Context: an optimization exercise on an open-source flow, tuned for small area. The choices shown serve that exercise and are no tape-out recipe.
Function was checked by simulation only, so behaviour that the tests miss may differ from the original.
No activity file was given, so power comes from the tool's default toggle rates.

`design/flow/design.v`:
```
package id_stage_pkg;
  localparam logic [6:0] OP_LUI    = 7'b0110111;
  localparam logic [6:0] OP_AUIPC  = 7'b0010111;
  localparam logic [6:0] OP_JAL    = 7'b1101111;
  localparam logic [6:0] OP_JALR   = 7'b1100111;
  localparam logic [6:0] OP_BRANCH = 7'b1100011;
  localparam logic [6:0] OP_LOAD   = 7'b0000011;
  localparam logic [6:0] OP_STORE  = 7'b0100011;
  localparam logic [6:0] OP_IMM    = 7'b0010011;
  localparam logic [6:0] OP_REG    = 7'b0110011;
  localparam logic [6:0] OP_FENCE  = 7'b0001111;
  localparam logic [6:0] OP_SYSTEM = 7'b1110011;
  localparam logic [31:0] INSTR_ECALL  = 32'h0000_0073;
  localparam logic [31:0] INSTR_EBREAK = 32'h0010_0073;
  typedef enum logic [3:0] {
    ALU_ADD    = 4'd0,
    ALU_SUB    = 4'd1,
    ALU_SLL    = 4'd2,
    ALU_SLT    = 4'd3,
    ALU_SLTU   = 4'd4,
    ALU_XOR    = 4'd5,
    ALU_SRL    = 4'd6,
    ALU_SRA    = 4'd7,
    ALU_OR     = 4'd8,
    ALU_AND    = 4'd9,
    ALU_PASS_B = 4'd10
  } alu_e;
  typedef enum logic [1:0] {
    WB_ALU = 2'd0,
    WB_MEM = 2'd1,
    WB_PC4 = 2'd2
  } wb_sel_e;
  typedef enum logic [2:0] {
    FMT_NONE,
    FMT_R,
    FMT_I,
    FMT_S,
    FMT_B,
    FMT_U,
    FMT_J
  } fmt_e;
  typedef struct packed {
    alu_e    alu_ctrl;
    logic    alu_src_a;
    logic    alu_src_b;
    logic    reg_write;
    logic    mem_read;
    logic    mem_write;
    wb_sel_e wb_sel;
    logic    branch;
    logic    jump;
    logic    jalr;
    logic    illegal;
  } ctrl_t;
  function automatic alu_e alu_op(input logic [2:0] f3, input logic alt);
    case (f3)
      3'd0:    alu_op = alt ? id_stage_pkg::ALU_SUB : id_stage_pkg::ALU_ADD;
      3'd1:    alu_op = id_stage_pkg::ALU_SLL;
      3'd2:    alu_op = id_stage_pkg::ALU_SLT;
      3'd3:    alu_op = id_stage_pkg::ALU_SLTU;
      3'd4:    alu_op = id_stage_pkg::ALU_XOR;
      3'd5:    alu_op = alt ? id_stage_pkg::ALU_SRA : id_stage_pkg::ALU_SRL;
      3'd6:    alu_op = id_stage_pkg::ALU_OR;
      default: alu_op = id_stage_pkg::ALU_AND;
    endcase
  endfunction
endpackage
module reg_file #(
  parameter int WIDTH = 32
) (
  input  logic             i_clk,
  input  logic             i_rst,
  input  logic             i_we,
  input  logic [4:0]       i_wa,
  input  logic [WIDTH-1:0] i_wd,
  input  logic [4:0]       i_ra1,
  input  logic [4:0]       i_ra2,
  output logic [WIDTH-1:0] o_rd1,
  output logic [WIDTH-1:0] o_rd2
);
  logic [WIDTH-1:0] r_regs [32];
  logic             w_we;
  assign w_we = i_we && i_wa != '0;
  always_ff @(posedge i_clk)
    if (i_rst)
      for (int k = 0; k < 32; k++) r_regs[k] <= '0;
    else if (w_we)
      r_regs[i_wa] <= i_wd;
  assign o_rd1 = (i_ra1 == '0) ? '0 : (w_we && i_wa == i_ra1) ? i_wd : r_regs[i_ra1];
  assign o_rd2 = (i_ra2 == '0) ? '0 : (w_we && i_wa == i_ra2) ? i_wd : r_regs[i_ra2];
endmodule
module id_stage #(
  parameter int WIDTH = 32
) (
  input  logic             i_clk,
  input  logic             i_rst,
  input  logic [WIDTH-1:0] i_id_pc,
  input  logic [WIDTH-1:0] i_id_pc_plus_4,
  input  logic [WIDTH-1:0] i_id_instr,
  input  logic             i_wb_reg_write,
  input  logic [4:0]       i_wb_rd,
  input  logic [WIDTH-1:0] i_wb_data,
  input  logic             i_ex_stall,
  input  logic             i_ex_flush,
  output logic [WIDTH-1:0] o_ex_pc,
  output logic [WIDTH-1:0] o_ex_pc_plus_4,
  output logic [WIDTH-1:0] o_ex_rs1_data,
  output logic [WIDTH-1:0] o_ex_rs2_data,
  output logic [WIDTH-1:0] o_ex_imm,
  output logic [4:0]       o_ex_rs1,
  output logic [4:0]       o_ex_rs2,
  output logic [4:0]       o_ex_rd,
  output logic [2:0]       o_ex_funct3,
  output logic [3:0]       o_ex_alu_ctrl,
  output logic             o_ex_alu_src_a,
  output logic             o_ex_alu_src_b,
  output logic             o_ex_reg_write,
  output logic             o_ex_mem_read,
  output logic             o_ex_mem_write,
  output logic [1:0]       o_ex_wb_sel,
  output logic             o_ex_branch,
  output logic             o_ex_jump,
  output logic             o_ex_jalr,
  output logic             o_ex_illegal,
  output logic             o_load_use
);
  logic [31:0]      w_ins;
  logic [6:0]       w_op;
  logic [2:0]       w_f3;
  logic [6:0]       w_f7;
  id_stage_pkg::ctrl_t            w_ctrl;
  id_stage_pkg::fmt_e             w_fmt;
  logic             w_legal;
  logic [31:0]      w_imm32;
  logic [WIDTH-1:0] w_imm;
  logic [4:0]       w_rs1;
  logic [4:0]       w_rs2;
  logic [4:0]       w_rd;
  logic [WIDTH-1:0] w_rs1_data;
  logic [WIDTH-1:0] w_rs2_data;
  logic [WIDTH-1:0] r_pc;
  logic [WIDTH-1:0] r_pc4;
  logic [WIDTH-1:0] r_rs1_data;
  logic [WIDTH-1:0] r_rs2_data;
  logic [WIDTH-1:0] r_imm;
  logic [4:0]       r_rs1;
  logic [4:0]       r_rs2;
  logic [4:0]       r_rd;
  logic [2:0]       r_f3;
  id_stage_pkg::ctrl_t            r_ctrl;
  assign w_ins = i_id_instr[31:0];
  assign w_op  = w_ins[6:0];
  assign w_f3  = w_ins[14:12];
  assign w_f7  = w_ins[31:25];
  always_comb begin
    w_ctrl  = '0;
    w_fmt   = id_stage_pkg::FMT_NONE;
    w_legal = 1'b1;
    case (w_op)
      id_stage_pkg::OP_LUI: begin
        w_fmt = id_stage_pkg::FMT_U;
        w_ctrl.alu_ctrl = id_stage_pkg::ALU_PASS_B;
        w_ctrl.alu_src_b = 1'b1;
        w_ctrl.reg_write = 1'b1;
      end
      id_stage_pkg::OP_AUIPC: begin
        w_fmt = id_stage_pkg::FMT_U;
        w_ctrl.alu_src_a = 1'b1;
        w_ctrl.alu_src_b = 1'b1;
        w_ctrl.reg_write = 1'b1;
      end
      id_stage_pkg::OP_JAL: begin
        w_fmt = id_stage_pkg::FMT_J;
        w_ctrl.alu_src_a = 1'b1;
        w_ctrl.alu_src_b = 1'b1;
        w_ctrl.reg_write = 1'b1;
        w_ctrl.wb_sel = id_stage_pkg::WB_PC4;
        w_ctrl.jump = 1'b1;
      end
      id_stage_pkg::OP_JALR: begin
        w_legal = w_f3 == 3'b000;
        w_fmt = id_stage_pkg::FMT_I;
        w_ctrl.alu_src_b = 1'b1;
        w_ctrl.reg_write = 1'b1;
        w_ctrl.wb_sel = id_stage_pkg::WB_PC4;
        w_ctrl.jalr = 1'b1;
      end
      id_stage_pkg::OP_BRANCH: begin
        w_legal = w_f3[2:1] != 2'b01;
        w_fmt = id_stage_pkg::FMT_B;
        w_ctrl.alu_src_a = 1'b1;
        w_ctrl.alu_src_b = 1'b1;
        w_ctrl.branch = 1'b1;
      end
      id_stage_pkg::OP_LOAD: begin
        w_legal = w_f3 != 3'b011 && w_f3[2:1] != 2'b11;
        w_fmt = id_stage_pkg::FMT_I;
        w_ctrl.alu_src_b = 1'b1;
        w_ctrl.reg_write = 1'b1;
        w_ctrl.mem_read = 1'b1;
        w_ctrl.wb_sel = id_stage_pkg::WB_MEM;
      end
      id_stage_pkg::OP_STORE: begin
        w_legal = !w_f3[2] && w_f3[1:0] != 2'b11;
        w_fmt = id_stage_pkg::FMT_S;
        w_ctrl.alu_src_b = 1'b1;
        w_ctrl.mem_write = 1'b1;
      end
      id_stage_pkg::OP_IMM: begin
        w_legal = (w_f3 == 3'b001) ? w_f7 == 7'h00 :
                  (w_f3 == 3'b101) ? (w_f7 == 7'h00 || w_f7 == 7'h20) : 1'b1;
        w_fmt = id_stage_pkg::FMT_I;
        w_ctrl.alu_ctrl = id_stage_pkg::alu_op(w_f3, w_f3 == 3'b101 && w_f7[5]);
        w_ctrl.alu_src_b = 1'b1;
        w_ctrl.reg_write = 1'b1;
      end
      id_stage_pkg::OP_REG: begin
        w_legal = w_f7 == 7'h00 || (w_f7 == 7'h20 && (w_f3 == 3'b000 || w_f3 == 3'b101));
        w_fmt = id_stage_pkg::FMT_R;
        w_ctrl.alu_ctrl = id_stage_pkg::alu_op(w_f3, w_f7[5]);
        w_ctrl.reg_write = 1'b1;
      end
      id_stage_pkg::OP_FENCE:  w_legal = w_f3 == 3'b000;
      id_stage_pkg::OP_SYSTEM: w_legal = w_ins == id_stage_pkg::INSTR_ECALL || w_ins == id_stage_pkg::INSTR_EBREAK;
      default:   w_legal = w_ins == '0;
    endcase
    if (!w_legal) begin
      w_ctrl = '0;
      w_ctrl.illegal = 1'b1;
      w_fmt = id_stage_pkg::FMT_NONE;
    end
  end
  always_comb
    w_imm32 = (w_fmt == id_stage_pkg::FMT_I) ? {{20{w_ins[31]}}, w_ins[31:20]} :
              (w_fmt == id_stage_pkg::FMT_S) ? {{20{w_ins[31]}}, w_ins[31:25], w_ins[11:7]} :
              (w_fmt == id_stage_pkg::FMT_B) ? {{19{w_ins[31]}}, w_ins[31], w_ins[7], w_ins[30:25], w_ins[11:8], 1'b0} :
              (w_fmt == id_stage_pkg::FMT_U) ? {w_ins[31:12], 12'h000} :
              (w_fmt == id_stage_pkg::FMT_J) ? {{11{w_ins[31]}}, w_ins[31], w_ins[19:12], w_ins[20], w_ins[30:21], 1'b0} :
              '0;
  assign w_imm = WIDTH'($signed(w_imm32));
  assign w_rs1 = (w_fmt == id_stage_pkg::FMT_R || w_fmt == id_stage_pkg::FMT_I || w_fmt == id_stage_pkg::FMT_S || w_fmt == id_stage_pkg::FMT_B) ? w_ins[19:15] : '0;
  assign w_rs2 = (w_fmt == id_stage_pkg::FMT_R || w_fmt == id_stage_pkg::FMT_S || w_fmt == id_stage_pkg::FMT_B) ? w_ins[24:20] : '0;
  assign w_rd  = w_ctrl.reg_write ? w_ins[11:7] : '0;
  reg_file #(.WIDTH(WIDTH)) u_reg_file (
    .i_clk (i_clk),
    .i_rst (i_rst),
    .i_we  (i_wb_reg_write),
    .i_wa  (i_wb_rd),
    .i_wd  (i_wb_data),
    .i_ra1 (w_rs1),
    .i_ra2 (w_rs2),
    .o_rd1 (w_rs1_data),
    .o_rd2 (w_rs2_data)
  );
  always_ff @(posedge i_clk)
    if (i_rst || i_ex_flush) begin
      r_pc       <= '0;
      r_pc4      <= '0;
      r_rs1_data <= '0;
      r_rs2_data <= '0;
      r_imm      <= '0;
      r_rs1      <= '0;
      r_rs2      <= '0;
      r_rd       <= '0;
      r_f3       <= '0;
      r_ctrl     <= '0;
    end else if (!i_ex_stall) begin
      r_pc       <= i_id_pc;
      r_pc4      <= i_id_pc_plus_4;
      r_rs1_data <= w_rs1_data;
      r_rs2_data <= w_rs2_data;
      r_imm      <= w_imm;
      r_rs1      <= w_rs1;
      r_rs2      <= w_rs2;
      r_rd       <= w_rd;
      r_f3       <= w_f3;
      r_ctrl     <= w_ctrl;
    end
  assign o_ex_pc        = r_pc;
  assign o_ex_pc_plus_4 = r_pc4;
  assign o_ex_rs1_data  = r_rs1_data;
  assign o_ex_rs2_data  = r_rs2_data;
  assign o_ex_imm       = r_imm;
  assign o_ex_rs1       = r_rs1;
  assign o_ex_rs2       = r_rs2;
  assign o_ex_rd        = r_rd;
  assign o_ex_funct3    = r_f3;
  assign o_ex_alu_ctrl  = r_ctrl.alu_ctrl;
  assign o_ex_alu_src_a = r_ctrl.alu_src_a;
  assign o_ex_alu_src_b = r_ctrl.alu_src_b;
  assign o_ex_reg_write = r_ctrl.reg_write;
  assign o_ex_mem_read  = r_ctrl.mem_read;
  assign o_ex_mem_write = r_ctrl.mem_write;
  assign o_ex_wb_sel    = r_ctrl.wb_sel;
  assign o_ex_branch    = r_ctrl.branch;
  assign o_ex_jump      = r_ctrl.jump;
  assign o_ex_jalr      = r_ctrl.jalr;
  assign o_ex_illegal   = r_ctrl.illegal;
  assign o_load_use = r_ctrl.mem_read && r_rd != '0 && (r_rd == w_rs1 || r_rd == w_rs2);
endmodule
```
`design/flow/config.mk`:
```
export PLATFORM = sky130hd
export DESIGN_NAME = id_stage
export DESIGN_NICKNAME = id_stage
export VERILOG_FILES = /design/flow/design.v
export SDC_FILE = /design/flow/constraint.sdc
export NUM_CORES = 4
export LEC_CHECK = 0
export CAP_MARGIN = 20
export CORE_MARGIN = 2
export CORE_UTILIZATION = 40
export SLEW_MARGIN = 20
```
`design/flow/constraint.sdc`:
```
create_clock -name core_clock -period 6.0 [get_ports {i_clk}]
set_input_delay 1.2000 -clock core_clock [delete_from_list [all_inputs] [get_ports {i_clk}]]
set_output_delay 1.2000 -clock core_clock [all_outputs]
set_load 0.01 [all_outputs]
```
`design/flow/run.sh`:
```
#!/bin/bash
# synth_recipe.tcl (not shown) runs the flow's synth.tcl, then flattens the netlist and writes it again
# the make line also repeats each setting of config.mk as NAME=value (left out here)
make -C /OpenROAD-flow-scripts/flow DESIGN_CONFIG=/design/flow/config.mk WORK_HOME=/design/flow/orfs CLKGATE_MAP_FILE= SYNTH_SCRIPT=/design/flow/synth_recipe.tcl finish
```
==> results list <==
- Share of the cycle needed by the critical path after routing: 96.6%
- Worst Path Buf+Inv: 2
- Summed over all nets, wire length on met3 after detailed routing comes to roughly 40 mm.
- For the worst setup path, the data arrival time is ~4.6 ns.
* Worst-path cell chain: clkdlybuf4s50_1, nor4_1, nand4_1, nor3_2, or2_4, o211ai_1, xnor2_1, a21oi_1, o2111ai_1, a21oi_2, clkdlybuf4s50_1
- The routed design has 286 mm of wire.
* Clock latency reported for the late side of the worst-skew pair: slightly above 0.8 ns
* Post-layout instance area: 0.0767 mm^2
- Pins over their slew limit: 0
- Sequential element share of the synthesized area: ~53%
- Synth warnings: 2
- Synthesis inferred around 1200 register bits.
* Share of the core filled with cells in the final layout: between 40% and 50%
* Complex-gate fraction of the synthesized area: roughly 16%
* Synthesized area per cell: 10.8 um^2
- The tool flagged a number of max-cap violations equal to 0.
- In this run the cell area of the synthesized design comes to roughly 0.065 mm^2.
- Outcome: complete, no violations
* Adder and majority cell fraction of the synthesized area: 0%
* Area contributors post-synth: sky130_fd_sc_hd__edfxtp_1 47%, sky130_fd_sc_hd__and2_1 9.7%, sky130_fd_sc_hd__mux2i_1 6.2%
- Entering global routing, the biggest net connects 141 pins.
* Reg clk slew, reported paths: roughly 0.060 ns
- Measured along the y axis, the die boundary spans approximately 410 um.
- Met1 WL: ~110 mm
* Number of synthesized flops with an enable pin: slightly above 1000
* Number of buffers on the longest clock path: 3
- Area leader, netlist: sky130_fd_sc_hd__edfxtp_1
- The core region is 0.163 mm^2.
- Post-synthesis simple-gate area fraction: 16.3%
- Row count: approximately 150
- The wire-length estimate of the detail-placed layout is ~180 mm.
* Drc violations: 0
* Unique masters post-synth: 92
- In this run the static leakage power is between 0.02 and 0.03 uW.
* Min setup slack post-route: slightly above 0.2 ns
* Count of boundary I/O pins: between 300 and 400
- Dividing the detail-routed wire length by the instance count gives ~34 um.
- Cts-stage hold buffer count: 0
- The detail route stage leaves a number of antenna-violating nets equal to 0.
* Post-route minimum period: between 5 and 6 ns
* Worst endpoint required time: 4.80 ns
* Largest delay share family, worst path: simple AND/OR/NAND/NOR gates
- The floorplan step defined a die boundary enclosing roughly 0.17 mm^2.
- Last weighted congestion value of the routability-driven placer: 0.951
- Counting every instance in the synthesized netlist gives 6030.
- Proportion of layout cells with a drive suffix above 1: between 10% and 20%
- Static timing analysis puts the maximum clock frequency at 173 MHz.
* Initial core utilization: roughly two fifths
- Final setup skew: between 0.02 and 0.03 ns
- Share of async-settable or async-resettable flops after synthesis: 0%
- In this run the clock root is driven by a sky130_fd_sc_hd__clkbuf_16.
- Slowest cell on the critical path: sky130_fd_sc_hd__clkdlybuf4s50_1
- After the first detailed-routing iteration, the DRC count stood at between 8000 and 9000.
- Relative contribution of the clock network to total power: 41.9%
* IR Drop Worst-Case VDD: around 0.32 mV
- The layout has between 10000 and 15000 filler cells.
- Hold slack final: 0.475 ns
- Total clock sinks: roughly 1200
- Clock tree from TritonCTS: yes
- Port Buffer Count: roughly 330
- Kind of critical path: primary input to output port
- In the synthesized netlist the dominant register cell turns out to be sky130_fd_sc_hd__edfxtp_1.
- In the synthesized netlist, mux cells make up 10.3% of the area.
* Number of instances resized during post-cts repair: 0
- In the final timing run, aggregate negative setup slack is 0 ns.
- Slowest stage delay, CP: 0.61 ns
* Fraction of synthesized cell area taken by the top area cell type: between 40 and 50%
* Design internal power: around 15000 uW
- Setup repair after global routing left no endpoint under its margin.
- For this block, the via count after detailed routing is 55531.
- Total clock buffers created by CTS: about 140
- Post-place instance area: 0.0721 mm^2
* Global-route congestion overflow total: 0
- The H-tree generated during clock tree synthesis spans 4 levels.
* Number of vias per cell after detailed routing: ~6.5
- Layout overhead on the synthesized area: 17.3%
- Sort of element at the start of the critical path: primary input
* Xor and xnor area share after synthesis: less than 1%
* Final setup violation count: 0
* Remaining max-slew budget at the tightest pin: 21.1%
- Combinational logic burns 10.8% of the power.
- Uppermost layer routed: met5
* Post-CTS Setup Inserts: 0
- Among the stages of the critical path, the cell type that occurs most often is sky130_fd_sc_hd__clkdlybuf4s50_1.
- Dividing total power by cell area gives a power density of approximately 270 mW/mm^2.
* Category of the worst setup path capture point: output port
- Global Route Usage Sum: 33.1%
* CP max FO: 9
* Net Sw Power: roughly 5500 uW
* Number of nets in the layout: between 6000 and 7000
- The first global-routing pass estimated between 300 and 400 mm of wire.
- The count of final hold-check violations came to 0.
- HP Class: flip-flop to flip-flop
- Number of iterations in the first detailed-routing pass: 7
- Number of antenna violations at the first check in global routing: 21
- Proportion of power drawn by flip-flops and latches: 47.3%
* Number of global-route vias before repair: 52837
- Place WS: slightly below 0.06 ns
* Metal2 WL: 123 mm
- In this run switching power makes up about a quarter of total power.
* Actual transition at the worst max-transition pin: 1.18 ns
- After synthesis, the largest family of logic cells by area is simple AND/OR/NAND/NOR gates.
* DIE WIDTH: about 400 um
cell families (layout without fill, tap and decap cells):
kind of cell,after synthesis,count (layout)
AOI/OAI and AO/OA,1561,1561
buffers and inverters,712,975
other,1,37
and+or+nand+nor,1924,1924
DFF,1216,1216
muxes,601,601
xor gates and xnor gates,15,15
worst paths after layout:
kind | start | to | slack (ns) | cells after the start
worst max-delay path | i_id_instr[25] | o_load_use | 0.21 | 11
worst min-delay path | r_ctrl[1]$_SDFFE_PP0N_ | r_ctrl[1]$_SDFFE_PP0N_ | 0.47 | 2
worst max register to register | u_reg_file.r_regs[6][9]$_SDFFCE_PN0P_ | r_rs2_data[9]$_SDFFE_PP0N_ | 3.34 | 7
worst min register to register | r_ctrl[1]$_SDFFE_PP0N_ | r_ctrl[1]$_SDFFE_PP0N_ | 0.47 | 2
stage by stage:
| stage | total power, uW | std cells |
|---|---|---|
| final | 20700 | 8504 |
| after global routing | 21100 | 8499 |
| after CTS | 20600 | 8499 |
| after detailed placement | 12100 | 8237 |
| after global placement | 12100 | 8237 |
| after floorplan | 11000 | 6061 |
flip-flops by register name (all words and copies together) (netlist names):
signal,cells
u_reg_file.r_regs,1024
r_imm,32
r_pc4,32
r_pc,32
r_rs1_data,32
r_rs2_data,32
r_ctrl,14
r_rd,5
r_rs1,5
r_rs2,5
r_f3,3
layer usage:
metal	GRT usage [%]	vias up
met3	11.3	919
met5	0	-
met1	43.2	27417
met2	49.2	4356
li1	-	22825
met4	15.9	14
area by class of cell:
cell class | count | area (um^2) | share of cell area [%]
Antenna cell | 5 | 12.5 | 0.0163
Clock buffer | 190 | 4030 | 5.26
Clock inverter | 72 | 544 | 0.709
Inverter | 77 | 289 | 0.377
Multi-Input combinational cell | 4133 | 28500 | 37.2
Sequential cell | 1216 | 34600 | 45.1
Tap cell | 2175 | 2720 | 3.55
Timing Repair Buffer | 636 | 6030 | 7.85
tightest hold or removal path, cell delays in order, from the launching register on:
cell and delay [ns]:
sky130_fd_sc_hd__dfxtp_1 0.31, sky130_fd_sc_hd__nand2_1 0.06, sky130_fd_sc_hd__a21oi_1 0.05
cells in the final DEF, fill, tap and decap left out, drive strengths merged, types with 11 or more instances in the layout:
cell type | synthesis | routed
edfxtp | 1024 | 1024
and2 | 1016 | 1016
mux2i | 404 | 404
o21ai | 394 | 394
clkdlybuf4s50 | 0 | 318
buf | 133 | 314
nand2 | 281 | 281
nor2 | 271 | 271
a21oi | 232 | 232
clkbuf | 502 | 193
dfxtp | 192 | 192
mux2 | 156 | 156
a22oi | 130 | 130
a221oi | 121 | 121
o211ai | 113 | 113
o22ai | 105 | 105
inv | 77 | 84
a31oi | 83 | 83
nand3 | 74 | 74
or2 | 69 | 69
a211oi | 60 | 60
nor2b | 57 | 57
clkinv | 0 | 57
nor4 | 45 | 45
mux4 | 41 | 41
nor3 | 41 | 41
o311ai | 38 | 38
o2111ai | 35 | 35
conb | 1 | 32
a221o | 31 | 31
a311oi | 29 | 29
a2111oi | 28 | 28
o32ai | 23 | 23
a21o | 18 | 18
o221ai | 16 | 16
a32oi | 15 | 15
a2bb2oi | 13 | 13
xnor2 | 12 | 12
o31ai | 12 | 12
nand2b | 11 | 11
synthesized netlist by cell type, types with 52 or more instances:
| cell type | number |
|---|---|
| sky130_fd_sc_hd__edfxtp_1 | 1024 |
| sky130_fd_sc_hd__mux2_2 | 156 |
| sky130_fd_sc_hd__mux2i_1 | 404 |
| sky130_fd_sc_hd__buf_1 | 74 |
| sky130_fd_sc_hd__a211oi_1 | 60 |
| sky130_fd_sc_hd__or2_2 | 67 |
| sky130_fd_sc_hd__o211ai_1 | 112 |
| sky130_fd_sc_hd__nor2_1 | 269 |
| sky130_fd_sc_hd__dfxtp_1 | 192 |
| sky130_fd_sc_hd__o22ai_1 | 105 |
| sky130_fd_sc_hd__a221oi_1 | 120 |
| sky130_fd_sc_hd__nand2_1 | 280 |
| sky130_fd_sc_hd__and2_1 | 1015 |
| sky130_fd_sc_hd__nand3_1 | 72 |
| sky130_fd_sc_hd__a22oi_1 | 130 |
| sky130_fd_sc_hd__o21ai_0 | 387 |
| sky130_fd_sc_hd__nor2b_1 | 57 |
| sky130_fd_sc_hd__inv_1 | 77 |
| sky130_fd_sc_hd__a21oi_1 | 231 |
| sky130_fd_sc_hd__clkbuf_1 | 501 |
| sky130_fd_sc_hd__buf_2 | 52 |
| sky130_fd_sc_hd__a31oi_1 | 83 |
power by group through the flow:
stage	clock network (uW)	logic [uW]	registers, uW
6_report	8680	2230	9800
5_1_grt	9030	2280	9840
4_1_cts	8700	2140	9780
3_5_place_dp	0	2130	9960
3_3_place_gp	0	2120	9940
2_1_floorplan	0	1140	9890

[afterwards: timing with drivers on the ports]
The flow's constraints put no driver on any port. The routed layout listed below was extracted and timed again, unchanged, in two steps.
Step 1 assumes that a clkbuf_16 drives the clock port and a buf_2 every other input.
Step 2, shift: input delay + t, output delay - t, t = (earliest + latest rising clock arrival at the registers) / 2. This alone moves slack from input paths to output paths.
Three values: no drivers, after step 1, after step 2; two values: the first two.
t (ns): 0.891
slack for setup (ns): 0.206 / 0.180 / 0.162
worst data-port slew with drivers (ns): 0.14
pins driven straight from the clock port: 1
After both steps setup and hold are still met in this run. The setup slack of this run moves by -0.026 ns with the drivers and by -0.044 ns with both steps.
